This is an optimization exercise on Yosys and OpenROAD, whose aim is small area, a short achievable clock period and few clock cycles, not a production implementation.
RTL that was checked went through simulation tests only; none was proved equivalent to the original.
Function not checked in runs 5 to 7: the RTL went through the layout flow alone.
Power and IR drop assume default switching activity.

File: flow/flow/run.sh
#!/bin/bash
# Standard layout, with the smallest buffer as the port buffer instead of
# the default delay buffer (the timing repairs upsize it where needed),
# and a clock tree without dummy loads.
set -euo pipefail
bash standard.sh \
  "BUFFER_PORTS_ARGS=-buffer_cell sky130_fd_sc_hd__buf_1" \
  "CTS_ARGS=-sink_clustering_enable -repair_clock_nets -sink_clustering_size 30 -buf_list {sky130_fd_sc_hd__clkbuf_4 sky130_fd_sc_hd__clkbuf_8} -dont_use_dummy_load -distance_between_buffers 150" \
  finish > standard.log 2>&1
File: flow/standard.sh
#!/bin/bash
# synth_recipe.tcl (not shown) runs the flow's synth.tcl, then flattens the netlist and writes it again
# the make line also repeats each setting of config.mk as NAME=value (left out here)
make -C /OpenROAD-flow-scripts/flow DESIGN_CONFIG=/design/flow/config.mk WORK_HOME=/design/flow/orfs CLKGATE_MAP_FILE= SYNTH_SCRIPT=/design/flow/synth_recipe.tcl "${@:-finish}"
File: flow/config.mk
export PLATFORM = sky130hd
export DESIGN_NAME = weight_update
export DESIGN_NICKNAME = weight_update
export VERILOG_FILES = /design/flow/design.v
export SDC_FILE = /design/flow/constraint.sdc
export NUM_CORES = 4
export LEC_CHECK = 0
export ABC_CLOCK_PERIOD_IN_PS = 2500
export CAP_MARGIN = 20
export CORE_MARGIN = 2
export CORE_UTILIZATION = 40
export CTS_BUF_LIST = sky130_fd_sc_hd__clkbuf_4 sky130_fd_sc_hd__clkbuf_8
export CTS_CLUSTER_SIZE = 30
export SETUP_SLACK_MARGIN = 3.5
export SLEW_MARGIN = 20
export SYNTH_HIERARCHICAL = 1
export SYNTH_MINIMUM_KEEP_SIZE = 0
File: flow/constraint.sdc
create_clock -name core_clock -period 6.0 [get_ports {clk}]
set_input_delay 1.2000 -clock core_clock [delete_from_list [all_inputs] [get_ports {clk}]]
set_output_delay 1.2000 -clock core_clock [all_outputs]
set_load 0.01 [all_outputs]
File: flow/design.v
package wu_pkg;
   localparam int LANES  = 4;
   localparam int LANE_W = 16;
   localparam int WORD_W = LANES * LANE_W;
   localparam int ADDR_W = 24;
   localparam int LG_SLICE_WORDS = 3;
   localparam int SLICE_WORDS    = 1 << LG_SLICE_WORDS;
   localparam int LR_SHIFT = 3;
   localparam int NSLOT = 3;
   typedef logic        [WORD_W-1:0] word_t;
   typedef logic signed [LANE_W-1:0] lane_t;
   typedef logic        [ADDR_W-1:0] addr_t;
   typedef logic        [7:0]        node_t;
   typedef logic        [31:0]       len_t;
endpackage
`timescale 1ns/100ps
module sync_fifo #(
   parameter int DW    = 64,
   parameter int DEPTH = 3
) (
   input  logic          clk,
   input  logic          reset,
   input  logic [DW-1:0] wr_data,
   input  logic          wr_en,
   input  logic          rd_en,
   output logic [DW-1:0] rd_data,
   output logic          empty,
   output logic          full,
   output logic          empty_n,    
   output logic          full_n      
);
   localparam int RD    = DEPTH - 1;                
   localparam int PTR_W = (RD > 1) ? $clog2(RD) : 1;
   localparam int CNT_W = $clog2(RD + 1);
   logic [DW-1:0]    head;
   logic             head_v;
   logic [DW-1:0]    mem [RD];
   logic [PTR_W-1:0] wr_ptr;
   logic [PTR_W-1:0] rd_ptr;
   logic [CNT_W-1:0] cnt;          
   logic             rest_v;       
   logic             to_head;      
   logic             head_load;
   logic             pull;         
   logic             put;
   logic [CNT_W-1:0] cnt_n;
   logic             head_v_n;
   assign rd_data = head;
   assign rest_v  = (cnt != '0);
   assign pull      = rest_v && (rd_en || !head_v);
   assign to_head   = !rest_v && (rd_en || !head_v);
   assign head_load = pull || (to_head && wr_en);
   assign put       = wr_en && !to_head;
   always_comb begin
      cnt_n = cnt;
      if (put && !pull) cnt_n = cnt + 1'b1;
      else if (pull && !put) cnt_n = cnt - 1'b1;
      head_v_n = head_load || (head_v && !rd_en);
   end
   assign empty_n = !head_v_n;
   assign full_n  = head_v_n && (cnt_n == CNT_W'(RD));
   always_ff @(posedge clk) begin
      if (head_load) head <= rest_v ? mem[rd_ptr] : wr_data;
      for (int i = 0; i < RD; i++) begin
         if (put && (wr_ptr == PTR_W'(i))) mem[i] <= wr_data;
      end
   end
   always_ff @(posedge clk) begin
      if (reset) begin
         wr_ptr <= '0;
         rd_ptr <= '0;
         cnt    <= '0;
         head_v <= 1'b0;
         empty  <= 1'b1;
         full   <= 1'b0;
      end else begin
         if (put) wr_ptr <= (wr_ptr == PTR_W'(RD - 1)) ? '0 : wr_ptr + 1'b1;
         if (pull) rd_ptr <= (rd_ptr == PTR_W'(RD - 1)) ? '0 : rd_ptr + 1'b1;
         cnt    <= cnt_n;
         head_v <= head_v_n;
         empty  <= empty_n;
         full   <= full_n;
      end
   end
endmodule
`timescale 1ns/100ps
module slice_walker
(
   input  logic  clk,
   input  logic  reset,
   input  logic  start,
   input  logic  start_lin,     
   input  logic  lin,           
   input  logic  step,
   input  wu_pkg::node_t node_id,
   input  wu_pkg::node_t num_node,
   input  wu_pkg::len_t  total_length,
   output logic  addr_valid,
   output wu_pkg::addr_t addr,
   output logic  slice_done,    
   output logic  len_last       
);
   localparam int HI_W = wu_pkg::ADDR_W - wu_pkg::LG_SLICE_WORDS;
   wu_pkg::node_t first_slice;
   wu_pkg::node_t num_q;
   wu_pkg::node_t num_m1_q;
   logic          first0_q;
   logic                              active;
   logic [HI_W-1:0]                   hi;         
   logic [wu_pkg::LG_SLICE_WORDS-1:0] lo;
   wu_pkg::node_t                     si;         
   logic                              crossed_q;  
   logic                              at_own_q;
   logic                              at_last_q;
   logic [8:0]                        xq;         
   logic [HI_W-1:0]                   hi_next;
   logic                              slice_end;
   logic [HI_W:0]                     left;       
   logic [HI_W:0]                     left_dec;
   logic [HI_W:0]                     left_nz;    
   logic                              part;       
   logic                              le1_q, le2_q, le1;
   assign first_slice = (start_lin || (node_id == num_node - 1'b1)) ? 8'd0 : node_id + 1'b1;
   assign slice_end  = &lo;
   assign slice_done = step && slice_end;
   assign addr_valid = active;
   assign addr       = {hi, lo};
   fast_add #(.W(HI_W)) i_hi_add (
      .a (hi), .b ({{(HI_W-9){xq[8]}}, xq}), .cin (1'b1), .sum (hi_next), .cout ()
   );
   assign left_nz[0] = left[0];
   for (genvar i = 1; i <= HI_W; i++) begin : g_dec
      assign left_nz[i] = |left[i:0];
      assign left_dec[i] = left[i] ^ !left_nz[i-1];
   end
   assign left_dec[0] = !left[0];
   assign part  = (total_length[2:0] != 3'd0);
   assign le1_q = (left[HI_W:1] == '0) && !(left[0] && part);
   assign le2_q = (left[HI_W:2] == '0) && !(left[1] && (left[0] || part));
   assign le1   = crossed_q ? le2_q : le1_q;
   assign len_last = le1 && (lo == total_length[2:0] - 3'd1);
   always_ff @(posedge clk) begin
      num_q     <= num_node;
      num_m1_q  <= num_node - 1'b1;
      first0_q  <= (node_id == num_node - 1'b1);
      at_own_q  <= (si == node_id);
      at_last_q <= (si == num_m1_q);
      if (lin) xq <= 9'd0;
      else if (at_own_q) xq <= first0_q ? 9'd0 : {1'b0, num_q};
      else if (at_last_q) xq <= ~{1'b0, num_m1_q};
      else xq <= 9'd0;
   end
   always_ff @(posedge clk) begin
      if (reset) begin
         active    <= 1'b0;
         crossed_q <= 1'b0;
         hi        <= '0;
         lo        <= '0;
         si        <= '0;
         left      <= '0;
      end else if (start) begin
         active    <= 1'b1;
         crossed_q <= 1'b0;
         hi        <= HI_W'(first_slice);
         lo        <= '0;
         si        <= first_slice;
         left      <= total_length[wu_pkg::ADDR_W:3];
      end else begin
         if (step) lo <= lo + 1'b1;
         crossed_q <= step && slice_end;
         if (step && slice_end) hi <= hi_next;
         if (step && slice_end && at_own_q && le1) active <= 1'b0;
         if (crossed_q) begin
            si <= at_last_q ? 8'd0 : si + 1'b1;
            if (!le1_q) left <= left_dec;
         end
      end
   end
endmodule
`timescale 1ns/100ps
module add_xor #(
   parameter int W = 16
) (
   input  logic [W-1:0] a,
   input  logic [W-1:0] b,
   output logic [W-1:0] y
);
   assign y = a ^ b;
endmodule
module add_and #(
   parameter int W = 16
) (
   input  logic [W-1:0] a,
   input  logic [W-1:0] b,
   output logic [W-1:0] y
);
   assign y = a & b;
endmodule
module add_tree #(
   parameter int W = 16
) (
   input  logic [W-1:0] p_in,
   input  logic [W-1:0] g_in,
   input  logic         cin,
   output logic [W-1:0] c       
);
   localparam int LV = (W > 1) ? $clog2(W) : 1;
   logic [W-1:0] g [LV+1];
   logic [W-1:0] p [LV+1];
   assign g[0] = g_in | {{(W-1){1'b0}}, p_in[0] & cin};
   assign p[0] = p_in;
   for (genvar l = 0; l < LV; l++) begin : g_lv
      for (genvar i = 0; i < W; i++) begin : g_bit
         if ((i >> l) & 1) begin : g_join
            localparam int J = ((i >> l) << l) - 1;
            assign g[l+1][i] = g[l][i] | (p[l][i] & g[l][J]);
            assign p[l+1][i] = p[l][i] & p[l][J];
         end else begin : g_pass
            assign g[l+1][i] = g[l][i];
            assign p[l+1][i] = p[l][i];
         end
      end
   end
   assign c = g[LV];
endmodule
module add_sum #(
   parameter int W = 16
) (
   input  logic [W-1:0] p,
   input  logic [W-1:0] c,
   input  logic         cin,
   output logic [W-1:0] sum
);
   assign sum = p ^ {c[W-2:0], cin};
endmodule
module fast_add #(
   parameter int W = 16
) (
   input  logic [W-1:0] a,
   input  logic [W-1:0] b,
   input  logic         cin,
   output logic [W-1:0] sum,
   output logic         cout
);
   logic [W-1:0] p, g, c;
   add_xor  #(.W(W)) i_p    (.a (a), .b (b), .y (p));
   add_and  #(.W(W)) i_g    (.a (a), .b (b), .y (g));
   add_tree #(.W(W)) i_tree (.p_in (p), .g_in (g), .cin (cin), .c (c));
   add_sum  #(.W(W)) i_sum  (.p (p), .c (c), .cin (cin), .sum (sum));
   assign cout = c[W-1];
endmodule
`timescale 1ns/100ps
module weight_update
(
   input  logic  clk,
   input  logic  reset,
   input  logic  cmd_valid,
   input  logic  cmd_init,
   output logic  cmd_ready,
   input  wu_pkg::word_t weight_in,
   input  logic  weight_valid,
   output logic  weight_ready,
   input  wu_pkg::word_t gradient_in,
   input  logic  gradient_valid,
   output logic  gradient_ready,
   output wu_pkg::word_t result_out,
   output logic  result_valid,
   input  logic  result_ready,
   input  wu_pkg::len_t  total_length,
   input  wu_pkg::node_t node_id,
   input  wu_pkg::node_t num_node,
   output wu_pkg::addr_t avs_address,
   output wu_pkg::word_t avs_writedata,
   output logic  avs_read,
   output logic  avs_write,
   input  wu_pkg::word_t avs_readdata,
   input  logic  avs_waitrequest,
   input  logic  avs_readdatavalid
);
   localparam int CNT_W = $clog2(wu_pkg::NSLOT + 1);
   localparam int HI_W  = wu_pkg::ADDR_W - wu_pkg::LG_SLICE_WORDS;
   typedef enum logic [1:0] {S_IDLE, S_INIT, S_WALK} state_t;
   state_t        state, state_n;
   logic          cmd_rdy_q;
   logic          init_done, init_done_n;
   logic          wrdy_q;          
   logic          grdy_q;          
   logic [CNT_W-1:0] rd_cnt;       
   wu_pkg::word_t upd_q;           
   logic          w_need, w_need_n;      
   logic          res_need, res_need_n;  
   logic          rd_act;
   wu_pkg::addr_t rd_addr;
   logic          rd_cross;
   wu_pkg::addr_t wr_addr;
   logic [HI_W-1:0] wr_prev_hi;
   logic [wu_pkg::LG_SLICE_WORDS-1:0] wr_lo;
   logic          wr_behind;
   wu_pkg::word_t head;
   logic          head_empty, head_empty_n;
   logic          buf_full, buf_full_n;
   localparam int GL_W = wu_pkg::LANE_W - wu_pkg::LR_SHIFT;
   logic [wu_pkg::LANES*GL_W-1:0] gsh_q;    
   logic          g_full, g_full_n;
   logic          g_take;
   wu_pkg::word_t upd_word;
   logic bus_free, wr_acc, upd_free, load, w_take;
   logic wr_cand, rd_cand, issue_rd, issue_wr;
   logic walk_start, init_end, walk_end, cmd_acc;
   logic in_init, in_walk, take_last;
   assign in_init = (state == S_INIT);
   assign in_walk = (state == S_WALK);
   for (genvar i = 0; i < wu_pkg::LANES; i++) begin : g_lane
      logic [GL_W-1:0] gl;
      assign gl = gsh_q[i*GL_W +: GL_W];
      fast_add #(.W(wu_pkg::LANE_W)) i_sub (
         .a   (head[i*wu_pkg::LANE_W +: wu_pkg::LANE_W]),
         .b   (~{{wu_pkg::LR_SHIFT{gl[GL_W-1]}}, gl}),
         .cin (1'b1),
         .sum (upd_word[i*wu_pkg::LANE_W +: wu_pkg::LANE_W]),
         .cout ()
      );
   end
   assign cmd_ready      = cmd_rdy_q;
   assign cmd_acc        = cmd_valid && cmd_rdy_q;
   assign weight_ready   = wrdy_q;
   assign gradient_ready = grdy_q;
   assign result_valid   = res_need;
   assign result_out     = upd_q;
   assign avs_writedata  = upd_q;
   assign bus_free = !(avs_read || avs_write) || !avs_waitrequest;
   assign wr_acc   = avs_write && !avs_waitrequest;
   assign upd_free = (!w_need || wr_acc) && (!res_need || result_ready);
   assign w_take = wrdy_q && weight_valid;
   assign g_take = grdy_q && gradient_valid;
   assign load   = !head_empty && upd_free && (in_init || (in_walk && g_full));
   assign wr_cand  = load || (w_need && !avs_write);
   assign rd_cand  = in_walk && rd_act && (rd_cnt < CNT_W'(wu_pkg::NSLOT));
   assign issue_rd = bus_free && rd_cand;
   assign issue_wr = bus_free && !rd_cand && wr_cand;
   assign init_end   = in_init && init_done && head_empty && (!w_need || wr_acc);
   assign walk_start = (cmd_acc && !cmd_init) || init_end;
   assign walk_end   = in_walk && !rd_act && (rd_cnt == '0) && upd_free;
   slice_walker i_walker (
      .clk (clk), .reset (reset),
      .start (walk_start || cmd_acc), .start_lin ((state == S_IDLE) && cmd_init), .lin (in_init),
      .step (in_init ? w_take : issue_rd),
      .node_id (node_id), .num_node (num_node), .total_length (total_length),
      .addr_valid (rd_act), .addr (rd_addr), .slice_done (rd_cross), .len_last (take_last)
   );
   assign wr_addr = {wr_behind ? wr_prev_hi : rd_addr[wu_pkg::ADDR_W-1:wu_pkg::LG_SLICE_WORDS], wr_lo};
   always_ff @(posedge clk) begin
      if (rd_cross) wr_prev_hi <= rd_addr[wu_pkg::ADDR_W-1:wu_pkg::LG_SLICE_WORDS];
      if (reset || walk_start || cmd_acc) begin
         wr_lo     <= '0;
         wr_behind <= 1'b0;
      end else begin
         if (issue_wr) wr_lo <= wr_lo + 1'b1;
         if (rd_cross != (issue_wr && (&wr_lo))) wr_behind <= rd_cross;
      end
   end
   sync_fifo #(.DW(wu_pkg::WORD_W), .DEPTH(wu_pkg::NSLOT)) i_buf (
      .clk (clk), .reset (reset),
      .wr_data (in_init ? weight_in : avs_readdata), .wr_en (in_init ? w_take : avs_readdatavalid),
      .rd_en (load), .rd_data (head), .empty (head_empty), .full (buf_full),
      .empty_n (head_empty_n), .full_n (buf_full_n)
   );
   always_comb begin
      state_n = state;
      case (state)
         S_IDLE:  if (cmd_acc) state_n = cmd_init ? S_INIT : S_WALK;
         S_INIT:  if (init_end) state_n = S_WALK;
         S_WALK:  if (walk_end) state_n = S_IDLE;
         default: state_n = S_IDLE;
      endcase
      w_need_n   = load ? 1'b1 : (w_need && !wr_acc);
      res_need_n = load ? in_walk : (res_need && !result_ready);
      init_done_n = cmd_acc ? 1'b0 : (init_done || (w_take && take_last));
      g_full_n    = g_take || (g_full && !load);
   end
   always_ff @(posedge clk) begin
      if (g_take || (state == S_IDLE)) begin
         for (int i = 0; i < wu_pkg::LANES; i++) begin
            gsh_q[i*GL_W +: GL_W] <= (state == S_IDLE) ? '0 : gradient_in[i*wu_pkg::LANE_W + wu_pkg::LR_SHIFT +: GL_W];
         end
      end
   end
   always_ff @(posedge clk) begin
      if (load) upd_q <= upd_word;
      if (issue_rd) avs_address <= rd_addr;
      else if (issue_wr) avs_address <= wr_addr;
   end
   always_ff @(posedge clk) begin
      if (reset) begin
         state     <= S_IDLE;
         cmd_rdy_q <= 1'b0;
         init_done <= 1'b0;
         wrdy_q    <= 1'b0;
         grdy_q    <= 1'b0;
         g_full    <= 1'b0;
         rd_cnt    <= '0;
         w_need    <= 1'b0;
         res_need  <= 1'b0;
         avs_read  <= 1'b0;
         avs_write <= 1'b0;
      end else begin
         if (bus_free) begin
            avs_read  <= issue_rd;
            avs_write <= issue_wr;
         end
         rd_cnt    <= rd_cnt + CNT_W'(issue_rd) - CNT_W'(load && in_walk);
         state     <= state_n;
         w_need    <= w_need_n;
         res_need  <= res_need_n;
         init_done <= init_done_n;
         cmd_rdy_q <= (state_n == S_IDLE);
         wrdy_q    <= (state_n == S_INIT) && !init_done_n && !buf_full_n;
         g_full    <= g_full_n;
         grdy_q    <= (state_n == S_WALK) && !g_full_n &&
                      ((rd_cnt + CNT_W'(issue_rd) - CNT_W'(load && in_walk)) != '0);
      end
   end
endmodule
==> results of run 1 <==
==> worst reg2reg max path: cells and delay by family, from the launching register on <==
family / cells / cell delay (ps)
AND/OR/NAND/NOR: 7 / 1790
flip-flops: 1 / 350
AO/OA/AOI/OAI: 1 / 130
==> area by class of cell <==
cell class / instances / area share
diodes: 2 / 0.0001862
clock buffers: 83 / 0.04250
inverters: 108 / 0.01615
multi-input cells: 1408 / 0.3561
flip-flops and latches: 460 / 0.4747
well taps: 756 / 0.03519
repair buffers: 436 / 0.07509
==> flip-flops by register name, summed over array words and instances (netlist names), 8 cells and up <==
name / cells
i_buf.mem: 128
avs_address: 24
i_walker.xq: 9
i_walker.si: 8
i_walker.num_q: 8
i_walker.left: 22
i_buf.head: 64
upd_q: 64
wr_prev_hi: 21
i_walker.hi: 21
i_walker.num_m1_q: 8
gsh_q: 52
==> power groups by stage <==
stage / Combinational, mW / Sequential [mW] / Clock (mW)
global placement: 1.98 / 4.19 / 0
detailed placement: 2.04 / 4.21 / 0
global route: 2.43 / 4.18 / 2.53
finish: 2.17 / 4.14 / 2.32
floorplan: 1.59 / 4.14 / 0
CTS: 2.12 / 4.14 / 2.41
==> metrics by stage <==
step           hold WS, ps  std cells
6_report             428.8       3253
5_1_grt              444.8       3253
3_5_place_dp         412.8       3121
2_1_floorplan        401.4       2107
3_3_place_gp         419.6       3121
4_1_cts              424.0       3225
==> placed cells by master (no fill, tap or decap), types with 11 or more instances in the layout <==
cell,instances
xor2_1,181
nand4_1,22
xnor2_1,35
and4_1,11
mux2_4,20
nand2_1,344
edfxtp_1,353
o21ai_1,34
a21o_1,41
mux2i_1,66
nor2_1,92
a21oi_1,59
inv_1,99
a211oi_1,30
nor2b_1,64
clkbuf_8,83
o21ai_0,85
dfxtp_1,101
nor3_1,19
ha_1,11
buf_4,35
and2_1,85
buf_1,375
==> repair_timing <==
| action | in CTS | in global routing |
|---|---|---|
| cloned | 10 | 5 |
| endpoints found under the setup margin | 469 | 300 |
| gates resized for setup | 24 | 50 |
| hold buffers | 0 | 0 |
| pin swaps | 4 | 13 |
| hold endpoints to repair | 0 | 0 |
| buffers inserted | 11 | 21 |
==> final timing paths <==
| check | startpoint | endpoint | depth (start not counted) |
|---|---|---|---|
| min reg2reg | i_walker.num_q[6]$_DFF_P_ | i_walker.xq[6]$_SDFF_PP0_ | 2 |
| min | i_walker.num_q[6]$_DFF_P_ | i_walker.xq[6]$_SDFF_PP0_ | 2 |
| max | num_node[2] | i_walker.si[3]$_SDFFE_PP0P_ | 7 |
| max reg2reg | i_walker.left[7]$_SDFFE_PP0P_ | wrdy_q$_SDFF_PP0_ | 8 |
==> layer usage <==
layer	global-route usage	part of all wire	vias to the layer above
li1	-	-	7988
met1	0.2333	0.43	7673
met2	0.3245	0.50	467
met3	0.03283	0.051	93
met4	0.06510	0.022	6
met5	0	0.00071	-
==> summary.txt, run 1 <==
Placed design
  • GPL Wtd Cong: 0.8643
  • Placed inst area: 24,910 µm²
  • Dpl ws: 2083 ps
  • Port Buf Inserts: 387
  • HPWL after DPL: 36,960 µm

Global route
  • Vias in the first global route: 15,570
  • First-pass GRT wire length: 85,400 µm
  • GRT overflow: 0
  • Gr usage total: 0.1865
  • Largest net degree at the start of global routing: 95
  • Initial antenna violation count: 5

CTS
  • CTS tree: yes
  • Worst-Skew Late Latency: 650 ps
  • CTS Buffer Depth: 3
  • Root Buffer: clkbuf_8
  • CTS sink count: 460
  • Cts bufs inserted: 83
  • CTS HTree Levels: 3
  • Clock Pin Slew Worst Setup and Hold Paths: 50 ps

Timing
  • Slew @ Worst Pin: 963.4 ps
  • Unrepaired setup endpoints after global routing: true
  • Setup TNS: 0 ps
  • Fmax: 397.6 MHz
  • Final period util: 0.4191
  • Final setup vio count: 0
  • Clock skew: 69.99 ps
  • Setup WS post-layout: 3485 ps
  • Slew Viols, Final: 0
  • Tmin final: 2515 ps
  • Final hold vios: 0
  • Slew HR: 0.3563

Critical path
  • Worst path max stage delay: 420 ps
  • Crit-path max FO: 6
  • Crit path DAT: 2980 ps
  • Worst EP required: 6460 ps
  • Startpoint Class: primary input
  • Setup slack, reg-to-reg: 3580 ps
  • CP top delay family: simple AND/OR/NAND/NOR gates
  • Worst path cell trace: clkbuf_2 > or3_4 > nor3b_4 > xor3_2 > buf_4 > o311ai_4 > a211oi_1
  • Buf+Inv Stages, Crit Path: 2
  • CP Class: primary input to flop
  • Critical Path Slowest Stage Cell: or3_4
  • Setup crit end kind: flop

Pwr
  • Switching pwr: 2.601 mW
  • Final Total Pwr: 8.628 mW
  • Int Pwr: 6.028 mW
  • Max VDD drop: 182.4 µV
  • Comb pwr share: 0.252
  • Switching Share: 0.3014
  • Static Leak: 10.15 nW
  • Clk pwr share: 0.269
  • Reg power frac: 0.480
  • P per Cell Area: 321.0 nW/µm²

Layout
  • Footprint of the multi-input gates: 9572 µm²
  • Storage element area: 12,760 µm²
  • Fin area: 26,880 µm²
  • Layout fillers: 5,203
  • Final #Nets: 2,763
  • Layout overhead on the synthesized area: 17.01%
  • Core Util, Final: 0.4748
  • Share of cells above drive strength 1: 0.1166

Detailed routing
  • Vias per cell: 4.988
  • First-iteration detailed-routing DRC count: 732
  • DRT Pass-1 Iters: 5
  • Antenna-violating nets left: 0
  • DRC violations left: 0
  • WL final: 57,480 µm
  • Vias post-DR: 16,230
  • DR WL/cell: 17.67 µm

Die
  • FP Rows: 87
  • Die Span Y: 243.6 µm
  • DIE AREA: 59,360 µm²
  • Chip Width: 243.6 µm
  • IO Pins: 407
  • Initial core utilization: 0.4058
  • Core footprint: 56,600 µm²

Min path
  • Hold Path Class: flop to flop

Synth
  • Synth warn: 16
  • Post-Syn Instances: 2,099
  • Cell area after synthesis: 22,970 µm²
  • Syn_area_per_cell: 10.94 µm²

Status
  • Status: timing/DRC/antenna clean

Run
  • Max-Cap Viols: 0
Testbench counts, summed over its fixed seeds: cycles 20,526.
==> run 2, diff against run 1 <==
==> flow/flow/run.sh (replaced) <==
#!/bin/bash
# Standard layout, with the smallest buffer as the port buffer instead of
# the default delay buffer (the timing repairs upsize it where needed),
# and a clock tree without dummy loads.
set -euo pipefail
bash standard.sh \
  "BUFFER_PORTS_ARGS=-buffer_cell sky130_fd_sc_hd__buf_1" \
  "CTS_ARGS=-sink_clustering_enable -repair_clock_nets -sink_clustering_size 16 -sink_clustering_max_diameter 60 -buf_list {sky130_fd_sc_hd__clkbuf_4 sky130_fd_sc_hd__clkbuf_8 sky130_fd_sc_hd__clkbuf_16} -dont_use_dummy_load" \
  finish > standard.log 2>&1
==> run 2 against run 1 <==
  * Critical path type unchanged
  * Still clean
  * Clock power up 3%
  * Routed wire length down 0.41%
  * Power up 0.73%
  * Highest routed layer unchanged
  * Die area unchanged
  * Cell area up 0.40%
  * Hold slack better by 0.90 ps
==> summary.txt, run 2 <==
Status
  • Status: timing/DRC/antenna clean

Timing
  • Clock skew: 43.00 ps
  • Unrepaired setup endpoints after global routing: true
  • Setup WS post-layout: 3482 ps
  • Fmax: 397.1 MHz
  • Final setup vio count: 0
  • Slew HR: 0.3975
  • Slew Viols, Final: 0
  • Final hold vios: 0
  • Tmin final: 2518 ps
  • Setup TNS: 0 ps
  • Final period util: 0.4197
  • Slew @ Worst Pin: 903.8 ps

Layout
  • Commonest non-fill, non-tap cells in the layout: 378 x buf_1, 353 x edfxtp_1, 344 x nand2_1
  • Layout fillers: 5,158
  • Share of cells above drive strength 1: 0.1085
  • Storage element area: 12,760 µm²
  • Fin area: 26,980 µm²
  • Max FFs per register: 128
  • Largest regs: i_buf.mem: 128 flops, i_buf.head: 64 flops, upd_q: 64 flops
  • Footprint of the multi-input gates: 9615 µm²
  • Final #Nets: 2,738
  • Core Util, Final: 0.4767
  • Layout overhead on the synthesized area: 17.47%
  • Commonest non-fill, non-tap cell in the layout: buf_1
  • Biggest register: i_buf.mem

Detailed routing
  • DRT Pass-1 Iters: 5
  • Vias post-DR: 16,170
  • First-iteration detailed-routing DRC count: 788
  • DRC violations left: 0
  • Antenna-violating nets left: 0
  • Vias per cell: 5.011
  • WL final: 57,250 µm
  • DR WL/cell: 17.74 µm

Run
  • Max-Cap Viols: 0

Synth
  • Synth warn: 16
  • Syn_area_per_cell: 10.94 µm²
  • Post-Syn Instances: 2,099
  • Cell area after synthesis: 22,970 µm²

Global route
  • Largest net degree at the start of global routing: 95
  • Vias in the first global route: 15,390
  • Initial antenna violation count: 3
  • GRT overflow: 0
  • Gr usage total: 0.1858
  • First-pass GRT wire length: 85,600 µm

Placed design
  • Dpl ws: 2083 ps
  • Port Buf Inserts: 387
  • HPWL after DPL: 36,960 µm
  • Placed inst area: 24,910 µm²
  • GPL Wtd Cong: 0.8643

Pwr
  • Int Pwr: 6.112 mW
  • Max VDD drop: 226.0 µV
  • Switching pwr: 2.579 mW
  • P per Cell Area: 322.1 nW/µm²
  • Clk pwr share: 0.276
  • Static Leak: 10.17 nW
  • Final Total Pwr: 8.692 mW
  • Comb pwr share: 0.248
  • Reg power frac: 0.476
  • Switching Share: 0.2967

Critical path
  • CP Class: primary input to flop
  • Buf+Inv Stages, Crit Path: 4
  • Worst path max stage delay: 410 ps
  • Worst path cell trace: buf_2 > inv_12 > ha_4 > ha_4 > nor2b_4 > nor4b_4 > a21boi_4 > buf_4 > buf_4 > a211oi_2 > a2111oi_1
  • Critical Path Slowest Stage Cell: nor4b_4
  • Crit-path max FO: 7
  • Startpoint Class: primary input
  • Crit path DAT: 2910 ps
  • Setup crit end kind: flop
  • CP top delay family: buffers and inverters
  • Worst EP required: 6390 ps

Min path
  • Hold Path Class: flop to flop

CTS
  • CTS Buffer Depth: 3
  • Worst-Skew Late Latency: 570 ps
  • CTS Hold Bufs: 0
  • Clock Pin Slew Worst Setup and Hold Paths: 70 ps
  • CTS sink count: 460
  • Root Buffer: clkbuf_16
  • Cts bufs inserted: 45
  • CTS HTree Levels: 2
  • CTS tree: yes

Die
  • Chip Width: 243.6 µm
  • Initial core utilization: 0.4058
  • Die Span Y: 243.6 µm
  • Core footprint: 56,600 µm²
  • FP Rows: 87
  • IO Pins: 407
  • DIE AREA: 59,360 µm²
## run 2: cell type report
cell class,count,share of cell area
Multi-Input combinational cell,1408,0.3563
Tap cell,756,0.03506
Inverter,108,0.01618
Clock buffer,45,0.04173
Timing Repair Buffer,449,0.07781
Antenna cell,1,0.00009274
Sequential cell,460,0.4728
## run 2: path summary, 6_finish.rpt
check                                                     from                             to  slack (ps)  cells after the start
worst max-delay path                           total_length[1]  i_walker.left[3]$_SDFFE_PP0P_        3480                     11
worst min-delay path                 i_walker.num_q[6]$_DFF_P_      i_walker.xq[6]$_SDFF_PP0_         430                      2
worst max register to register  i_walker.left[12]$_SDFFE_PP0P_              wrdy_q$_SDFF_PP0_        3610                      8
worst min register to register       i_walker.num_q[6]$_DFF_P_      i_walker.xq[6]$_SDFF_PP0_         430                      2
## run 2: timing repair
| action | 4_1_cts | 5_1_grt |
|---|---|---|
| endpoints found under the setup margin | 443 | 233 |
| gates resized for setup | 45 | 45 |
| pin swaps | 15 | 16 |
| gates cloned | 12 | 2 |
| hold endpoints to repair | 0 | 0 |
| setup buffers | 26 | 20 |
## run 2: per-layer routing
| layer | global-route usage | vias up | routed length, µm |
|---|---|---|---|
| met5 | 0 | - | 27 |
| met4 | 0.04950 | 4 | 1224 |
| met3 | 0.02875 | 88 | 2612 |
| met2 | 0.3262 | 414 | 28450 |
| met1 | 0.2383 | 7710 | 24930 |
| li1 | - | 7956 | - |
## run 2: worst reg2reg max path, delay by kind of cell, from the launching register on
kind	cells	cell delay, ps
AND/OR/NAND/NOR	7	1830
AO/OA/AOI/OAI	1	130
flip-flops	1	340
## run 2: per-stage QoR
stage / hold WS, ps / instances
floorplan: 401.4 / 2107
global placement: 419.6 / 3121
detailed placement: 412.8 / 3121
CTS: 430.1 / 3204
global route: 449.5 / 3227
finish: 429.7 / 3227
## run 2: power groups by stage
stage / clock network [mW] / registers (mW) / logic, mW
detailed placement: 0 / 4.21 / 2.04
floorplan: 0 / 4.14 / 1.59
global route: 2.58 / 4.17 / 2.42
global placement: 0 / 4.19 / 1.98
finish: 2.40 / 4.14 / 2.16
CTS: 2.49 / 4.14 / 2.15
==> run 3, diff against run 2 <==
==> flow/flow/run.sh (replaced) <==
#!/bin/bash
# Standard layout, with the smallest buffer as the port buffer instead of
# the default delay buffer (the timing repairs upsize it where needed),
# and a clock tree without dummy loads.
set -euo pipefail
bash standard.sh \
  "BUFFER_PORTS_ARGS=-buffer_cell sky130_fd_sc_hd__buf_1" \
  "CTS_ARGS=-sink_clustering_enable -repair_clock_nets -sink_clustering_size 20 -sink_clustering_max_diameter 80 -buf_list {sky130_fd_sc_hd__clkbuf_8 sky130_fd_sc_hd__clkbuf_16} -dont_use_dummy_load" \
  finish > standard.log 2>&1
--- a/flow/config.mk
+++ b/flow/config.mk
@@ -8,7 +8,7 @@
 export ABC_CLOCK_PERIOD_IN_PS = 2500
 export CAP_MARGIN = 20
 export CORE_MARGIN = 2
-export CORE_UTILIZATION = 40
+export CORE_UTILIZATION = 55
 export CTS_BUF_LIST = sky130_fd_sc_hd__clkbuf_4 sky130_fd_sc_hd__clkbuf_8
 export CTS_CLUSTER_SIZE = 30
 export SETUP_SLACK_MARGIN = 3.5
==> run 3 against run 2 <==
  * Still clean on timing, DRC and antenna
  * Die area fell by 27%
  * Count of clock-buffer cells in the layout shrank 17
  * Global-route usage rose by 5.6 points
  * Combinational power is 2% lower
  * Via count decreased by 1.7%
  * Sequential power barely moved
  * Largest power group unchanged
==> summary.txt, run 3 <==
Detailed routing
  • Vias post-DR: 15,900
  • WL final: 53,870 µm
  • First-iteration detailed-routing DRC count: 841
  • DRT Pass-1 Iters: 6
  • Antenna-violating nets left: 0
  • DR WL/cell: 18.17 µm
  • DRC violations left: 0
  • Vias per cell: 5.364

CTS
  • CTS Buffer Depth: 3
  • Clock Pin Slew Worst Setup and Hold Paths: 80 ps
  • Cts bufs inserted: 28
  • Worst-Skew Late Latency: 580 ps
  • CTS Hold Bufs: 0
  • CTS sink count: 460
  • CTS HTree Levels: 1
  • Root Buffer: clkbuf_16
  • CTS tree: yes

Timing
  • Setup TNS: 0 ps
  • Tmin final: 2557 ps
  • Worst hold slack: 430.0 ps
  • Clock skew: 44.16 ps
  • Slew HR: 0.2893
  • Unrepaired setup endpoints after global routing: true
  • Slew @ Worst Pin: 1066 ps
  • Final setup vio count: 0
  • Final hold vios: 0
  • Final period util: 0.4261
  • Fmax: 391.1 MHz
  • Slew Viols, Final: 0
  • Setup WS post-layout: 3443 ps

Global route
  • Largest net degree at the start of global routing: 97
  • Initial antenna violation count: 3
  • GRT overflow: 0
  • Vias in the first global route: 15,160
  • Gr usage total: 0.2416
  • First-pass GRT wire length: 82,180 µm

Layout
  • Final non-filler cell total: 2,965
  • Core Util, Final: 0.6361
  • Biggest register: i_buf.mem
  • Final #Nets: 2,701
  • Fin area: 26,090 µm²
  • Layout overhead on the synthesized area: 13.59%
  • Max FFs per register: 128
  • Commonest non-fill, non-tap cell in the layout: buf_1
  • Commonest non-fill, non-tap cells in the layout: 378 x buf_1, 353 x edfxtp_1, 344 x nand2_1
  • Diodes inserted: 0
  • Largest regs: i_buf.mem: 128 flops, i_buf.head: 64 flops, upd_q: 64 flops
  • Share of cells above drive strength 1: 0.09453

Pwr
  • Max VDD drop: 245.4 µV
  • Static Leak: 9.827 nW
  • Final Total Pwr: 8.042 mW
  • P per Cell Area: 308.2 nW/µm²

Placed design
  • Placed Instances: 2,898
  • HPWL after DPL: 35,610 µm
  • Port Buf Inserts: 387
  • GPL Wtd Cong: 0.9023
  • Placed inst area: 24,640 µm²
  • Dpl ws: 1688 ps

Critical path
  • CP Class: primary input to flop
  • Worst EP required: 6470 ps
  • Setup crit end kind: flop
  • Crit-path max FO: 4
  • Crit path DAT: 3030 ps
  • Startpoint Class: primary input

Synth
  • Post-Syn Instances: 2,099
  • Cell area after synthesis: 22,970 µm²
  • Syn_area_per_cell: 10.94 µm²
  • Synth warn: 16

Min path
  • Hold Path Class: flop to flop

Die
  • IO Pins: 407
  • FP Rows: 74
  • Die Span Y: 208.4 µm
  • Chip Width: 208.4 µm
  • Core footprint: 41,020 µm²
  • Initial core utilization: 0.5600
  • DIE AREA: 43,410 µm²

Status
  • Status: timing/DRC/antenna clean

Run
  • Max-Cap Viols: 0
## run 3: path summary, 6_finish.rpt
kind	start	slack [ps]	cells after the start	to
max	avs_waitrequest	3440	11	grdy_q$_SDFF_PP0_
min	i_walker.num_q[0]$_DFF_P_	430	2	i_walker.xq[0]$_SDFF_PP0_
max reg2reg	state[1]$_SDFF_PP0_	3520	10	grdy_q$_SDFF_PP0_
min reg2reg	i_walker.num_q[0]$_DFF_P_	430	2	i_walker.xq[0]$_SDFF_PP0_
## run 3: area by class of cell
| cell class | instances | area, µm² |
|---|---|---|
| fill | 3337 | 14930 |
| sequential | 460 | 12750 |
| multi-input combinational | 1406 | 9603 |
| timing repair buffer | 430 | 1918 |
| clock buffer | 28 | 700.7 |
| tap | 532 | 665.6 |
| inverter | 108 | 439.2 |
| timing repair inverter | 1 | 8.758 |
## run 3: timing repair
action | CTS | global route
gates cloned | 8 | 1
setup buffers | 21 | 9
resized for setup | 46 | 38
pin swaps | 16 | 12
setup endpoints to repair | 487 | 153
## run 3: metal layers
metal | vias to the layer above | track usage | share of wire | wire, µm
met5 | - | 0 | 0.00065 | 35
met4 | 6 | 0.08832 | 0.037 | 2006
met3 | 98 | 0.02989 | 0.045 | 2444
met2 | 412 | 0.4166 | 0.49 | 26520
met1 | 7539 | 0.3139 | 0.42 | 22870
li1 | 7849 | - | - | -
## run 3: power by group
group	internal, mW	switching (mW)
clock	0.824	0.983
sequential	3.95	0.180
combinational	0.829	1.28
## run 3: critical path, cell delays in order
cell	delay (ps)
buf_4	130
nand2b_4	160
a211oi_4	260
and3_4	250
ha_4	200
inv_1	80
ha_4	140
xor2_2	160
and2_4	160
nor3_2	40
o211a_1	240
==> run 4, diff against run 3 <==
--- a/flow/config.mk
+++ b/flow/config.mk
@@ -8,7 +8,7 @@
 export ABC_CLOCK_PERIOD_IN_PS = 2500
 export CAP_MARGIN = 20
 export CORE_MARGIN = 2
-export CORE_UTILIZATION = 55
+export CORE_UTILIZATION = 40
 export CTS_BUF_LIST = sky130_fd_sc_hd__clkbuf_4 sky130_fd_sc_hd__clkbuf_8
 export CTS_CLUSTER_SIZE = 30
 export SETUP_SLACK_MARGIN = 3.5
==> run 4 against run 3 <==
  * Non-clock buffer count increased by 4
  * Hold slack got worse by 1.4 ps
  * Routed wire length increased by 4.8%
  * Sequential share of layout area decreased by 0.76 points
  * Power increased by 1.9%
  * Clock power increased by 6%
  * First-iteration DRC count increased by 2.9%
  * Combinational power increased by 2%
  * Final cell count increased by 7.8%
  * Largest power group unchanged
==> summary.txt, run 4 <==
Status
  • Status: timing/DRC/antenna clean

Global route
  • Largest net degree at the start of global routing: 95
  • Gr usage total: 0.1818
  • First-pass GRT wire length: 84,530 µm
  • GRT overflow: 0
  • Vias in the first global route: 15,220
  • Initial antenna violation count: 4

Critical path
  • CP Class: primary input to flop
  • Startpoint Class: primary input
  • Worst EP required: 6460 ps
  • Crit path top cell by count: buf_4
  • Crit path DAT: 2970 ps
  • Crit-path max FO: 6
  • Worst path cell trace: buf_4 > or3_4 > nor3b_4 > xor3_2 > buf_4 > o311ai_4 > a211oi_1
  • Critical Path Slowest Stage Cell: or3_4
  • Buf+Inv Stages, Crit Path: 2
  • Worst path max stage delay: 400 ps
  • CP top delay family: simple AND/OR/NAND/NOR gates
  • Setup crit end kind: flop

Pwr
  • Static Leak: 9.911 nW
  • Max VDD drop: 216.2 µV
  • P per Cell Area: 309.1 nW/µm²
  • Final Total Pwr: 8.194 mW

Layout
  • Commonest non-fill, non-tap cell in the layout: buf_1
  • Fin area: 26,510 µm²
  • Layout fillers: 5,195
  • Max FFs per register: 128
  • Final #Nets: 2,708
  • Largest regs: i_buf.mem: 128 flops, i_buf.head: 64 flops, upd_q: 64 flops
  • Storage element area: 12,760 µm²
  • Share of cells above drive strength 1: 0.09672
  • Biggest register: i_buf.mem
  • Layout overhead on the synthesized area: 15.40%
  • Commonest non-fill, non-tap cells in the layout: 378 x buf_1, 353 x edfxtp_1, 344 x nand2_1
  • Footprint of the multi-input gates: 9598 µm²

CTS
  • CTS sink count: 460
  • CTS tree: yes
  • Clock Pin Slew Worst Setup and Hold Paths: 90 ps
  • CTS HTree Levels: 1
  • Root Buffer: clkbuf_16
  • Worst-Skew Late Latency: 600 ps
  • Cts bufs inserted: 31
  • CTS Hold Bufs: 0
  • CTS Buffer Depth: 3

Detailed routing
  • Met2 wire length: 28,130 µm
  • First-iteration detailed-routing DRC count: 865
  • Antenna-violating nets left: 0
  • WL final: 56,440 µm
  • DRC violations left: 0
  • WL met3: 2520 µm
  • DR WL/cell: 17.65 µm
  • Vias post-DR: 16,010
  • WL met1: 24,540 µm
  • Vias per cell: 5.007
  • Highest Signal Layer: met5
  • DRT Pass-1 Iters: 5

Die
  • Core footprint: 56,600 µm²
  • Chip Width: 243.6 µm
  • FP Rows: 87
  • Initial core utilization: 0.4058
  • DIE AREA: 59,360 µm²
  • Die Span Y: 243.6 µm
  • IO Pins: 407

Timing
  • Slew Viols, Final: 0
  • Final setup vio count: 0
  • Unrepaired setup endpoints after global routing: true
  • Slew HR: 0.4304
  • Fmax: 398.9 MHz
  • Final period util: 0.4179
  • Clock skew: 41.97 ps
  • Slew @ Worst Pin: 854.5 ps
  • Tmin final: 2507 ps
  • Setup TNS: 0 ps
  • Worst hold slack: 428.6 ps
  • Final hold vios: 0

Synth
  • Synth warn: 16
  • Syn_area_per_cell: 10.94 µm²
  • Post-Syn Instances: 2,099
  • Cell area after synthesis: 22,970 µm²

Placed design
  • HPWL after DPL: 36,960 µm
  • Port Buf Inserts: 387
  • Placed inst area: 24,910 µm²
  • GPL Wtd Cong: 0.8643

Run
  • Max-Cap Viols: 0

Min path
  • Hold Path Class: flop to flop
==> run 4: power by group <==
group	internal, mW	total, mW	switching [mW]
Combinational	0.848	2.15	1.31
Sequential	3.95	4.13	0.183
Clock	0.906	1.91	1.01
==> run 4: layer usage <==
metal / vias up / global-route usage
li1: 7892 / -
met1: 7644 / 0.2369
met2: 392 / 0.3222
met3: 72 / 0.02269
met4: 6 / 0.04143
met5: - / 0
==> run 4: worst paths after layout <==
check / end / slack (ps) / from / depth (start not counted)
setup / recovery: i_walker.hi[0]$_SDFFE_PP0P_ / 3490 / num_node[2] / 7
hold / removal: i_walker.xq[6]$_SDFF_PP0_ / 430 / i_walker.num_q[6]$_DFF_P_ / 2
setup reg to reg: i_buf.mem[0][12]$_DFFE_PP_ / 3630 / state[0]$_SDFF_PP0_ / 9
hold reg to reg: i_walker.xq[6]$_SDFF_PP0_ / 430 / i_walker.num_q[6]$_DFF_P_ / 2
==> run 4: repair_timing <==
item | 4_1_cts | 5_1_grt
hold endpoints to repair | 0 | 0
buffers inserted | 13 | 19
endpoints found under the setup margin | 447 | 334
resized for setup | 35 | 48
gates cloned | 10 | 2
pin swaps | 9 | 22
==> run 4: cell type report <==
class / count / share of cell area
well taps: 756 / 0.03569
multi-input cells: 1407 / 0.3621
diodes: 1 / 0.00009441
flip-flops and latches: 460 / 0.4813
clock buffers: 31 / 0.02927
inverters: 108 / 0.01647
repair buffers: 434 / 0.07510
==> run 4: worst min-delay path: stages, from the launching register on <==
cell	delay, ps
dfxtp_1	300
nand2_1	40
o21ai_0	50
==> run 4: stage by stage <==
step,std cells,setup slack [ps],utilization
after floorplan,2107,1710,-
after global placement,3121,2122,0.4401
after detailed placement,3121,2083,0.4401
after CTS,3175,3393,0.4606
after global routing,3197,3462,0.4683
final,3197,3493,0.4683
==> run 5, diff against run 4 <==
--- a/flow/design.v
+++ b/flow/design.v
@@ -120,7 +120,7 @@
    logic [HI_W:0]                     left_nz;    
    logic                              part;       
    logic                              le1_q, le2_q, le1;
-   assign first_slice = (start_lin || (node_id == num_node - 1'b1)) ? 8'd0 : node_id + 1'b1;
+   assign first_slice = (start_lin || first0_q) ? 8'd0 : node_id + 1'b1;
    assign slice_end  = &lo;
    assign slice_done = step && slice_end;
    assign addr_valid = active;
@@ -307,6 +307,9 @@
    logic bus_free, wr_acc, upd_free, load, w_take;
    logic wr_cand, rd_cand, issue_rd, issue_wr;
    logic walk_start, init_end, walk_end, cmd_acc;
+   logic start_pend;               
+   logic walker_start;
+   logic rd_cnt_nz_n;
    logic in_init, in_walk, take_last;
    assign in_init = (state == S_INIT);
    assign in_walk = (state == S_WALK);
@@ -339,11 +342,12 @@
    assign issue_rd = bus_free && rd_cand;
    assign issue_wr = bus_free && !rd_cand && wr_cand;
    assign init_end   = in_init && init_done && head_empty && (!w_need || wr_acc);
-   assign walk_start = (cmd_acc && !cmd_init) || init_end;
-   assign walk_end   = in_walk && !rd_act && (rd_cnt == '0) && upd_free;
+   assign walk_start   = start_pend || init_end;
+   assign walker_start = walk_start || (cmd_acc && cmd_init);
+   assign walk_end     = in_walk && !start_pend && !rd_act && (rd_cnt == '0) && upd_free;
    slice_walker i_walker (
       .clk (clk), .reset (reset),
-      .start (walk_start || cmd_acc), .start_lin ((state == S_IDLE) && cmd_init), .lin (in_init),
+      .start (walker_start), .start_lin (state == S_IDLE), .lin (in_init),
       .step (in_init ? w_take : issue_rd),
       .node_id (node_id), .num_node (num_node), .total_length (total_length),
       .addr_valid (rd_act), .addr (rd_addr), .slice_done (rd_cross), .len_last (take_last)
@@ -351,7 +355,7 @@
    assign wr_addr = {wr_behind ? wr_prev_hi : rd_addr[wu_pkg::ADDR_W-1:wu_pkg::LG_SLICE_WORDS], wr_lo};
    always_ff @(posedge clk) begin
       if (rd_cross) wr_prev_hi <= rd_addr[wu_pkg::ADDR_W-1:wu_pkg::LG_SLICE_WORDS];
-      if (reset || walk_start || cmd_acc) begin
+      if (reset || walker_start) begin
          wr_lo     <= '0;
          wr_behind <= 1'b0;
       end else begin
@@ -366,6 +370,11 @@
       .empty_n (head_empty_n), .full_n (buf_full_n)
    );
    always_comb begin
+      if (rd_cnt > CNT_W'(1)) rd_cnt_nz_n = 1'b1;
+      else if (rd_cnt == CNT_W'(1)) rd_cnt_nz_n = issue_rd || !(load && in_walk);
+      else rd_cnt_nz_n = issue_rd;
+   end
+   always_comb begin
       state_n = state;
       case (state)
          S_IDLE:  if (cmd_acc) state_n = cmd_init ? S_INIT : S_WALK;
@@ -399,6 +408,7 @@
          grdy_q    <= 1'b0;
          g_full    <= 1'b0;
          rd_cnt    <= '0;
+         start_pend <= 1'b0;
          w_need    <= 1'b0;
          res_need  <= 1'b0;
          avs_read  <= 1'b0;
@@ -409,6 +419,7 @@
             avs_write <= issue_wr;
          end
          rd_cnt    <= rd_cnt + CNT_W'(issue_rd) - CNT_W'(load && in_walk);
+         start_pend <= cmd_acc && !cmd_init;
          state     <= state_n;
          w_need    <= w_need_n;
          res_need  <= res_need_n;
@@ -417,7 +428,7 @@
          wrdy_q    <= (state_n == S_INIT) && !init_done_n && !buf_full_n;
          g_full    <= g_full_n;
          grdy_q    <= (state_n == S_WALK) && !g_full_n &&
-                      ((rd_cnt + CNT_W'(issue_rd) - CNT_W'(load && in_walk)) != '0);
+                      rd_cnt_nz_n;
       end
    end
 endmodule
==> run 5 against run 4 <==
  * Highest routed layer is now met4
  * Maximum frequency decreased by 6.8%
  * Critical endpoint is now i_buf.mem[0][2]$_DFFE_PP_
  * Clock power is essentially flat
  * Final cell count rose by 1.0%
  * Flip-flop and latch count grew 1
==> summary.txt, run 5 <==
Timing
  • Clock skew: 32.59 ps
  • Setup TNS: 0 ps
  • Slew Viols, Final: 0
  • Unrepaired setup endpoints after global routing: true
  • Final hold vios: 0
  • Slew @ Worst Pin: 930.1 ps
  • Fmax: 371.7 MHz
  • Final period util: 0.4484
  • Slew HR: 0.3799
  • Final setup vio count: 0
  • Tmin final: 2691 ps

Detailed routing
  • DRC violations left: 0
  • DR WL/cell: 18.38 µm
  • DRT Pass-1 Iters: 5
  • Antenna-violating nets left: 0
  • Vias per cell: 5.066
  • WL final: 59,380 µm
  • First-iteration detailed-routing DRC count: 991
  • Vias post-DR: 16,360

Pwr
  • Final Total Pwr: 8.346 mW
  • Static Leak: 9.941 nW
  • Max VDD drop: 210.7 µV
  • P per Cell Area: 309.9 nW/µm²

Synth
  • Post-Syn Instances: 2,106
  • Synth warn: 16
  • Syn_area_per_cell: 10.86 µm²
  • Cell area after synthesis: 22,870 µm²

Die
  • Die Span Y: 243.1 µm
  • Chip Width: 243.1 µm
  • Core footprint: 56,500 µm²
  • DIE AREA: 59,100 µm²
  • Initial core utilization: 0.4048
  • IO Pins: 407
  • FP Rows: 87

Global route
  • Vias in the first global route: 15,600
  • First-pass GRT wire length: 86,170 µm
  • Initial antenna violation count: 0
  • Largest net degree at the start of global routing: 88
  • Gr usage total: 0.1865
  • GRT overflow: 0

Critical path
  • Crit path DAT: 3020 ps
  • Worst EP required: 6330 ps
  • CP top delay family: simple AND/OR/NAND/NOR gates
  • Worst r2r path cells: 10
  • Worst path max stage delay: 500 ps
  • Worst path cell trace: buf_6 > nand2b_4 > and2_4 > or4_4 > clkinvlp_4 > buf_12 > nand2b_4 > a21oi_4 > nor2b_4 > buf_12 > buf_16
  • Startpoint Class: primary input
  • Critical Path Slowest Stage Cell: or4_4
  • Crit-path max FO: 8
  • Setup crit end kind: flop
  • Launch point of the worst path: avs_waitrequest
  • Setup slack, reg-to-reg: 3410 ps
  • Critical Path Stages: 11
  • Critical Path End: i_buf.mem[0][2]$_DFFE_PP_
  • Reg2reg start: state[1]$_SDFF_PP0_
  • CP Class: primary input to flop
  • R2r endpoint: i_buf.mem[0][2]$_DFFE_PP_
  • Buf+Inv Stages, Crit Path: 5

Placed design
  • HPWL after DPL: 36,740 µm
  • Placed Instances: 3,123
  • GPL Wtd Cong: 0.8467
  • Port Buf Inserts: 387

Layout
  • Final #Nets: 2,743
  • Share of cells above drive strength 1: 0.1071
  • Commonest non-fill, non-tap cells in the layout: 382 x buf_1, 353 x edfxtp_1, 348 x nand2_1
  • Biggest register: i_buf.mem
  • Layout overhead on the synthesized area: 17.78%
  • Final non-filler cell total: 3,230
  • Max FFs per register: 128
  • Diodes inserted: 0
  • Commonest non-fill, non-tap cell in the layout: buf_1
  • Largest regs: i_buf.mem: 128 flops, i_buf.head: 64 flops, upd_q: 64 flops

CTS
  • CTS Buffer Depth: 3
  • Cts bufs inserted: 30
  • Clock Pin Slew Worst Setup and Hold Paths: 80 ps
  • CTS tree: yes
  • Worst-Skew Late Latency: 590 ps
  • Root Buffer: clkbuf_16
  • CTS sink count: 461
  • CTS Hold Bufs: 0
  • CTS HTree Levels: 1

Run
  • Max-Cap Viols: 0

Min path
  • Hold Path Class: flop to flop

Status
  • Status: timing/DRC/antenna clean
## run 5: cell types whose count changed in the layout (fill, tap and decap cells not counted), moves of 7 or more
cell,previous run,this run
mux2_2,1,24
mux2_4,20,0
a211oi_1,29,11
xor2_1,182,166
buf_6,3,12
xor2_2,2,11
clkbuf_16,32,40
o21ai_1,35,42
## run 5: worst min-delay path, delay by kind of cell, from the launching register on
kind            cells  cell delay [ps]
flops               1              310
compound gates      1               70
simple gates        1               40
## run 5: how the worst min path moves through the flow
stage	start	to	slack [ps]	cells past startpoint
4_1_cts	i_walker.num_q[3]$_DFF_P_	i_walker.xq[3]$_SDFF_PP0_	460	2
6_report	i_walker.num_q[4]$_DFF_P_	i_walker.xq[4]$_SDFF_PP0_	450	2
2_1_floorplan	i_walker.num_q[0]$_DFF_P_	i_walker.xq[0]$_SDFF_PP0_	400	2
3_5_place_dp	i_walker.num_q[3]$_DFF_P_	i_walker.xq[3]$_SDFF_PP0_	440	2
5_1_grt	i_walker.num_q[4]$_DFF_P_	i_walker.xq[4]$_SDFF_PP0_	490	2
3_3_place_gp	i_walker.num_q[4]$_DFF_P_	i_walker.xq[4]$_SDFF_PP0_	430	2
## run 5: final cells by class
class	count	area [µm²]
clock buffer	30	750.7
fill	5210	29560
inverter	106	452.9
multi-input combinational	1414	9449
sequential	461	12780
tap	756	945.9
timing repair buffer	462	2545
timing repair inverter	1	8.758
## run 5: power breakdown
group / internal [mW] / switching, mW
Sequential: 3.96 / 0.178
Combinational: 0.954 / 1.37
Clock: 0.880 / 1.01
## run 5: repair_timing
| action | CTS | global route |
|---|---|---|
| setup endpoints to repair | 461 | 286 |
| cloned | 12 | 17 |
| buffers inserted | 25 | 23 |
| resized for setup | 56 | 86 |
| pin swaps | 11 | 18 |
## run 5: routing by layer
metal / GRT usage / vias up / wire (µm)
li1: - / 7971 / -
met1: 0.2344 / 7920 / 25070
met2: 0.3458 / 409 / 30960
met3: 0.01990 / 62 / 2158
met4: 0.03627 / 0 / 1195
met5: 0 / - / 0
## run 5: metrics by stage
stage / worst slack [ps] / hold slack (ps) / utilization / instance area, µm²
2_1_floorplan: 1510 / 401.4 / - / 23140
3_3_place_gp: 1670 / 426.9 / 0.4371 / 24700
3_5_place_dp: 1690 / 435.9 / 0.4371 / 24700
4_1_cts: 3346 / 461.9 / 0.4620 / 26100
5_1_grt: 3264 / 490.9 / 0.4767 / 26930
6_report: 3309 / 454.7 / 0.4767 / 26930
==> run 6, diff against run 5 <==
--- a/flow/design.v
+++ b/flow/design.v
@@ -62,7 +62,7 @@
    always_ff @(posedge clk) begin
       if (head_load) head <= rest_v ? mem[rd_ptr] : wr_data;
       for (int i = 0; i < RD; i++) begin
-         if (put && (wr_ptr == PTR_W'(i))) mem[i] <= wr_data;
+         if (wr_en && (wr_ptr == PTR_W'(i))) mem[i] <= wr_data;
       end
    end
    always_ff @(posedge clk) begin
@@ -74,8 +74,8 @@
          empty  <= 1'b1;
          full   <= 1'b0;
       end else begin
-         if (put) wr_ptr <= (wr_ptr == PTR_W'(RD - 1)) ? '0 : wr_ptr + 1'b1;
-         if (pull) rd_ptr <= (rd_ptr == PTR_W'(RD - 1)) ? '0 : rd_ptr + 1'b1;
+         if (wr_en) wr_ptr <= (wr_ptr == PTR_W'(RD - 1)) ? '0 : wr_ptr + 1'b1;
+         if (pull || (wr_en && to_head)) rd_ptr <= (rd_ptr == PTR_W'(RD - 1)) ? '0 : rd_ptr + 1'b1;
          cnt    <= cnt_n;
          head_v <= head_v_n;
          empty  <= empty_n;
==> run 6 against run 5 <==
  * Routed wire length decreased by 3.4%
  * Still clean on timing, DRC and antenna
  * Clock skew increased by 14 ps
  * Synthesized cell count decreased by 0.14%
  * Core utilization decreased by 1.1 points
  * Hold slack got worse by 22 ps
  * Register-to-register slack improved by 150 ps
  * Maximum frequency increased by 5.6%
  * Largest power group unchanged
  * Die area about the same
  * Via count decreased by 0.86%
  * Clock power increased by 2%
==> summary.txt, run 6 <==
Timing
  • Final hold vios: 0
  • Clock skew: 46.09 ps
  • Fmax: 392.4 MHz
  • Slew HR: 0.3447
  • Setup TNS: 0 ps
  • Slew @ Worst Pin: 983.0 ps
  • Final period util: 0.4247
  • Final setup vio count: 0
  • Unrepaired setup endpoints after global routing: true
  • Slew Viols, Final: 0
  • Tmin final: 2548 ps

Die
  • DIE AREA: 59,090 µm²
  • Die Span Y: 243.1 µm
  • FP Rows: 87
  • Chip Width: 243.1 µm
  • IO Pins: 407
  • Initial core utilization: 0.4047
  • Core footprint: 56,500 µm²

Detailed routing
  • Vias post-DR: 16,220
  • DRC violations left: 0
  • Vias per cell: 5.066
  • DRT Pass-1 Iters: 5
  • First-iteration detailed-routing DRC count: 1,054
  • DR WL/cell: 17.91 µm
  • Antenna-violating nets left: 0
  • WL final: 57,340 µm

Critical path
  • Setup crit end kind: flop
  • Launch point of the worst path: avs_waitrequest
  • Crit path DAT: 3080 ps
  • Startpoint Class: primary input
  • Setup slack, reg-to-reg: 3560 ps
  • CP Class: primary input to flop
  • Worst EP required: 6530 ps
  • Crit-path max FO: 7
  • Reg2reg start: state[1]$_SDFF_PP0_

Layout
  • Commonest non-fill, non-tap cell in the layout: buf_1
  • Final #Nets: 2,712
  • Layout overhead on the synthesized area: 15.14%
  • Share of cells above drive strength 1: 0.09292
  • Max FFs per register: 128
  • Commonest non-fill, non-tap cells in the layout: 381 x buf_1, 353 x edfxtp_1, 347 x nand2_1
  • Largest regs: i_buf.mem: 128 flops, i_buf.head: 64 flops, upd_q: 64 flops
  • Biggest register: i_buf.mem
  • Layout fillers: 5,202
  • Fin area: 26,330 µm²

Global route
  • Gr usage total: 0.1876
  • GRT overflow: 0
  • Largest net degree at the start of global routing: 69
  • Vias in the first global route: 15,810
  • Initial antenna violation count: 5
  • First-pass GRT wire length: 87,260 µm

CTS
  • Clock Pin Slew Worst Setup and Hold Paths: 80 ps
  • Worst-Skew Late Latency: 610 ps
  • Root Buffer: clkbuf_16
  • Cts bufs inserted: 31
  • CTS Buffer Depth: 3
  • CTS Hold Bufs: 0
  • CTS sink count: 461
  • CTS tree: yes
  • CTS HTree Levels: 1

Status
  • Status: timing/DRC/antenna clean

Synth
  • Cell area after synthesis: 22,860 µm²
  • Syn_area_per_cell: 10.87 µm²
  • Post-Syn Instances: 2,103
  • Synth warn: 16

Pwr
  • Static Leak: 9.794 nW
  • Max VDD drop: 252.0 µV
  • P per Cell Area: 305.2 nW/µm²
  • Final Total Pwr: 8.035 mW

Min path
  • Hold_sp: i_walker.num_q[0]$_DFF_P_
  • Hold Path Class: flop to flop

Placed design
  • Port Buf Inserts: 387
  • HPWL after DPL: 37,480 µm
  • GPL Wtd Cong: 0.8709
  • Placed inst area: 24,660 µm²

Run
  • Max-Cap Viols: 0
-- run 6: critical path: stages --
cell       delay, ps
buf_8            100
nand2b_4         140
buf_6            130
a211oi_4         260
or3_4            190
buf_12           130
clkinv_16         60
or3_4            440
a21oi_4          170
o21ai_0          110
a21oi_1          170
-- run 6: metal layers --
layer  up-vias  track usage  wire (µm)
met2       381       0.3378      29010
met5         -            0         44
met4         6      0.04944       1471
met3        69      0.03008       2870
met1      7867       0.2328      23950
li1       7898            -          -
-- run 6: worst paths after layout --
path / endpoint / cells after the start
worst max-delay path: i_walker.si[7]$_SDFFE_PP0P_ / 11
worst min-delay path: i_walker.xq[0]$_SDFF_PP0_ / 2
worst max register to register: rd_cnt[1]$_SDFF_PP0_ / 14
worst min register to register: i_walker.xq[0]$_SDFF_PP0_ / 2
-- run 6: area by class of cell --
class,count,area (µm²),area share
Antenna cell,3,7.507,0.0002852
Clock buffer,31,775.7,0.02947
Inverter,106,436.7,0.01659
Multi-Input combinational cell,1408,9304,0.3534
Sequential cell,461,12780,0.4855
Tap cell,756,945.9,0.03593
Timing Repair Buffer,436,2063,0.07837
Timing Repair inverter,1,11.26,0.0004278
-- run 6: power breakdown --
group / internal (mW) / leakage (nW) / switching, mW
Combinational: 0.810 / 5.13 / 1.22
Clock: 0.907 / 0.382 / 1.03
Sequential: 3.90 / 4.29 / 0.175
-- run 6: per-stage QoR --
| stage | setup slack [ps] | utilization | instances | hold slack [ps] |
|---|---|---|---|---|
| after floorplan | 1543 | - | 2111 | 401.4 |
| after global placement | 1933 | 0.4366 | 3122 | 415.4 |
| after detailed placement | 1853 | 0.4366 | 3122 | 413.2 |
| after CTS | 3423 | 0.4606 | 3185 | 434.0 |
| after global routing | 3374 | 0.4659 | 3201 | 469.5 |
| final | 3452 | 0.4660 | 3202 | 432.4 |
-- run 6: what timing repair did --
item,4_1_cts,5_1_grt
buffers inserted,21,12
pin swaps,12,17
setup endpoints to repair,467,181
cloned,11,2
resized for setup,53,39
hold endpoints to repair,0,0
==> run 7, diff against run 6 <==
--- a/flow/config.mk
+++ b/flow/config.mk
@@ -8,7 +8,7 @@
 export ABC_CLOCK_PERIOD_IN_PS = 2500
 export CAP_MARGIN = 20
 export CORE_MARGIN = 2
-export CORE_UTILIZATION = 40
+export CORE_UTILIZATION = 50
 export CTS_BUF_LIST = sky130_fd_sc_hd__clkbuf_4 sky130_fd_sc_hd__clkbuf_8
 export CTS_CLUSTER_SIZE = 30
 export SETUP_SLACK_MARGIN = 3.5
==> run 7 against run 6 <==
  * Synthesized area did not move
  * Flip-flop and latch count is the same
  * Via count up 0.48%
  * Clock skew fell by 20 ps
  * Count of clock-buffer cells in the layout did not move
  * Power is 0.31% higher
  * Global-route usage grew 4.0 points
  * Die area fell by 20%
  * Cell area grew 0.97%
  * Register-to-register slack got worse by 150 ps
  * First-iteration DRC count is 6.1% lower
  * Combinational power grew 2%
  * Highest routed layer unchanged
==> summary.txt, run 7 <==
Pwr
  • P per Cell Area: 303.2 nW/µm²
  • Reg power frac: 0.505
  • Comb pwr share: 0.257
  • Int Pwr: 5.657 mW
  • Final Total Pwr: 8.060 mW
  • Max VDD drop: 232.0 µV
  • Static Leak: 9.933 nW
  • Clk pwr share: 0.238
  • Switching Share: 0.2982
  • Switching pwr: 2.403 mW

Synth
  • Synth warn: 16
  • Cell area after synthesis: 22,860 µm²
  • Post-Syn Instances: 2,103
  • Syn_area_per_cell: 10.87 µm²

Layout
  • Commonest non-fill, non-tap cells in the layout: 382 x buf_1, 353 x edfxtp_1, 345 x nand2_1
  • Footprint of the multi-input gates: 9432 µm²
  • Share of cells above drive strength 1: 0.1042
  • Final #Nets: 2,725
  • Commonest non-fill, non-tap cell in the layout: buf_1
  • Diodes inserted: 0
  • Storage element area: 12,780 µm²
  • Largest regs: i_buf.mem: 128 flops, i_buf.head: 64 flops, upd_q: 64 flops
  • Core Util, Final: 0.5870
  • Biggest register: i_buf.mem
  • Final non-filler cell total: 3,056
  • Fin area: 26,580 µm²
  • Layout overhead on the synthesized area: 16.25%
  • Layout fillers: 3,882
  • Max FFs per register: 128

Min path
  • Hold endpoint: i_walker.xq[0]$_SDFF_PP0_
  • Hold Path Depth: 2
  • Hold_sp: i_walker.num_q[0]$_DFF_P_
  • Hold Path Class: flop to flop

CTS
  • CTS Buffer Depth: 3
  • CTS HTree Levels: 1
  • CTS Hold Bufs: 0
  • Clock Pin Slew Worst Setup and Hold Paths: 80 ps
  • Cts bufs inserted: 31
  • CTS tree: yes
  • CTS sink count: 461
  • Root Buffer: clkbuf_16
  • Worst-Skew Late Latency: 600 ps

Critical path
  • Crit path top cell by count: ha_4
  • CP top delay family: simple AND/OR/NAND/NOR gates
  • Worst r2r path cells: 13
  • Buf+Inv Stages, Crit Path: 5
  • Worst path cell trace: buf_6 > nand2b_4 > and2_4 > or4_4 > clkinvlp_4 > clkbuf_16 > nand2_8 > inv_6 > ha_4 > inv_4 > ha_4 > xor2_2 > xnor2_1 > nor2_1
  • Startpoint Class: primary input
  • Critical Path Slowest Stage Cell: or4_4
  • R2r endpoint: rd_cnt[1]$_SDFF_PP0_
  • Setup crit end kind: flop
  • Worst EP required: 6460 ps
  • CP Class: primary input to flop
  • Setup slack, reg-to-reg: 3410 ps
  • Crit-path max FO: 2
  • Reg2reg start: state[0]$_SDFF_PP0_
  • Crit path DAT: 3150 ps
  • Worst path max stage delay: 500 ps

Detailed routing
  • DR WL/cell: 18.46 µm
  • DRC violations left: 0
  • First-iteration detailed-routing DRC count: 990
  • Vias post-DR: 16,300
  • DRT Pass-1 Iters: 6
  • Vias per cell: 5.333
  • WL final: 56,410 µm
  • Antenna-violating nets left: 0

Die
  • Die Span Y: 217.8 µm
  • IO Pins: 407
  • Initial core utilization: 0.5049
  • Core footprint: 45,280 µm²
  • Chip Width: 217.8 µm
  • DIE AREA: 47,460 µm²
  • FP Rows: 78

Timing
  • Unrepaired setup endpoints after global routing: true
  • Setup WS post-layout: 3307 ps
  • Final hold vios: 0
  • Setup TNS: 0 ps
  • Slew Viols, Final: 0
  • Slew HR: 0.4599
  • Fmax: 371.3 MHz
  • Tmin final: 2693 ps
  • Final setup vio count: 0
  • Worst hold slack: 448.3 ps
  • Slew @ Worst Pin: 810.2 ps
  • Clock skew: 25.63 ps
  • Final period util: 0.4489

Global route
  • First-pass GRT wire length: 84,080 µm
  • Gr usage total: 0.2276
  • Largest net degree at the start of global routing: 72
  • Initial antenna violation count: 2
  • GRT overflow: 0
  • Vias in the first global route: 15,670

Placed design
  • HPWL after DPL: 35,880 µm
  • Dpl ws: 1724 ps
  • Placed inst area: 24,470 µm²
  • Port Buf Inserts: 387
  • GPL Wtd Cong: 0.8688
  • Placed Instances: 2,965

Status
  • Status: timing/DRC/antenna clean

Run
  • Max-Cap Viols: 0
==> run 7: worst min-delay path, cell delays in order (launching register included) <==
cell and delay [ps]:
dfxtp_1 310, nand2_1 40, o21ai_0 60
==> run 7: power groups by stage <==
stage / sequential, mW / clock, mW / combinational (mW)
finish: 4.07 / 1.92 / 2.07
global route: 4.10 / 2.08 / 2.31
CTS: 4.07 / 1.97 / 1.97
detailed placement: 4.14 / 0 / 1.88
global placement: 4.14 / 0 / 1.83
floorplan: 4.08 / 0 / 1.48
==> run 7: layout make-up <==
class                           count  area share
Timing Repair inverter              1   0.0004236
Timing Repair Buffer              450     0.08939
Inverter                          106     0.01723
Clock buffer                       31     0.02918
Multi-Input combinational cell   1407      0.3548
Sequential cell                   461      0.4807
Tap cell                          600     0.02824
==> run 7: worst max path at each step <==
stage	depth (start not counted)	slack, ps	endpoint	startpoint
detailed placement	14	1720	rd_cnt[1]$_SDFF_PP0_	avs_waitrequest
floorplan	7	1540	i_buf.head[0]$_DFFE_PP_	avs_waitrequest
finish	14	3310	rd_cnt[1]$_SDFF_PP0_	avs_waitrequest
CTS	14	3370	rd_cnt[1]$_SDFF_PP0_	avs_waitrequest
global route	14	3270	rd_cnt[1]$_SDFF_PP0_	avs_waitrequest
global placement	14	1770	rd_cnt[1]$_SDFF_PP0_	avs_waitrequest
==> run 7: repair_timing <==
item,in CTS,in global routing
pin swaps,19,25
endpoints found under the setup margin,496,194
setup buffers,26,13
cloned,9,11
resized for setup,76,75
==> run 7: metal layers <==
| layer | part of all wire | vias to the layer above | track usage | wire, µm |
|---|---|---|---|---|
| li1 | - | 7923 | - | - |
| met1 | 0.42 | 7857 | 0.2875 | 23910 |
| met2 | 0.49 | 415 | 0.3998 | 27840 |
| met3 | 0.053 | 100 | 0.03487 | 2981 |
| met4 | 0.029 | 4 | 0.07506 | 1651 |
| met5 | 0.00041 | - | 0 | 23 |

Check on run 7: ideal ports give 3.307 ns setup slack; a clkbuf_16 on the clock port and buf_2 on the inputs give 3.296 ns; moving port delays by the midpoint clock arrival (0.639 ns) as well gives 2.657 ns.
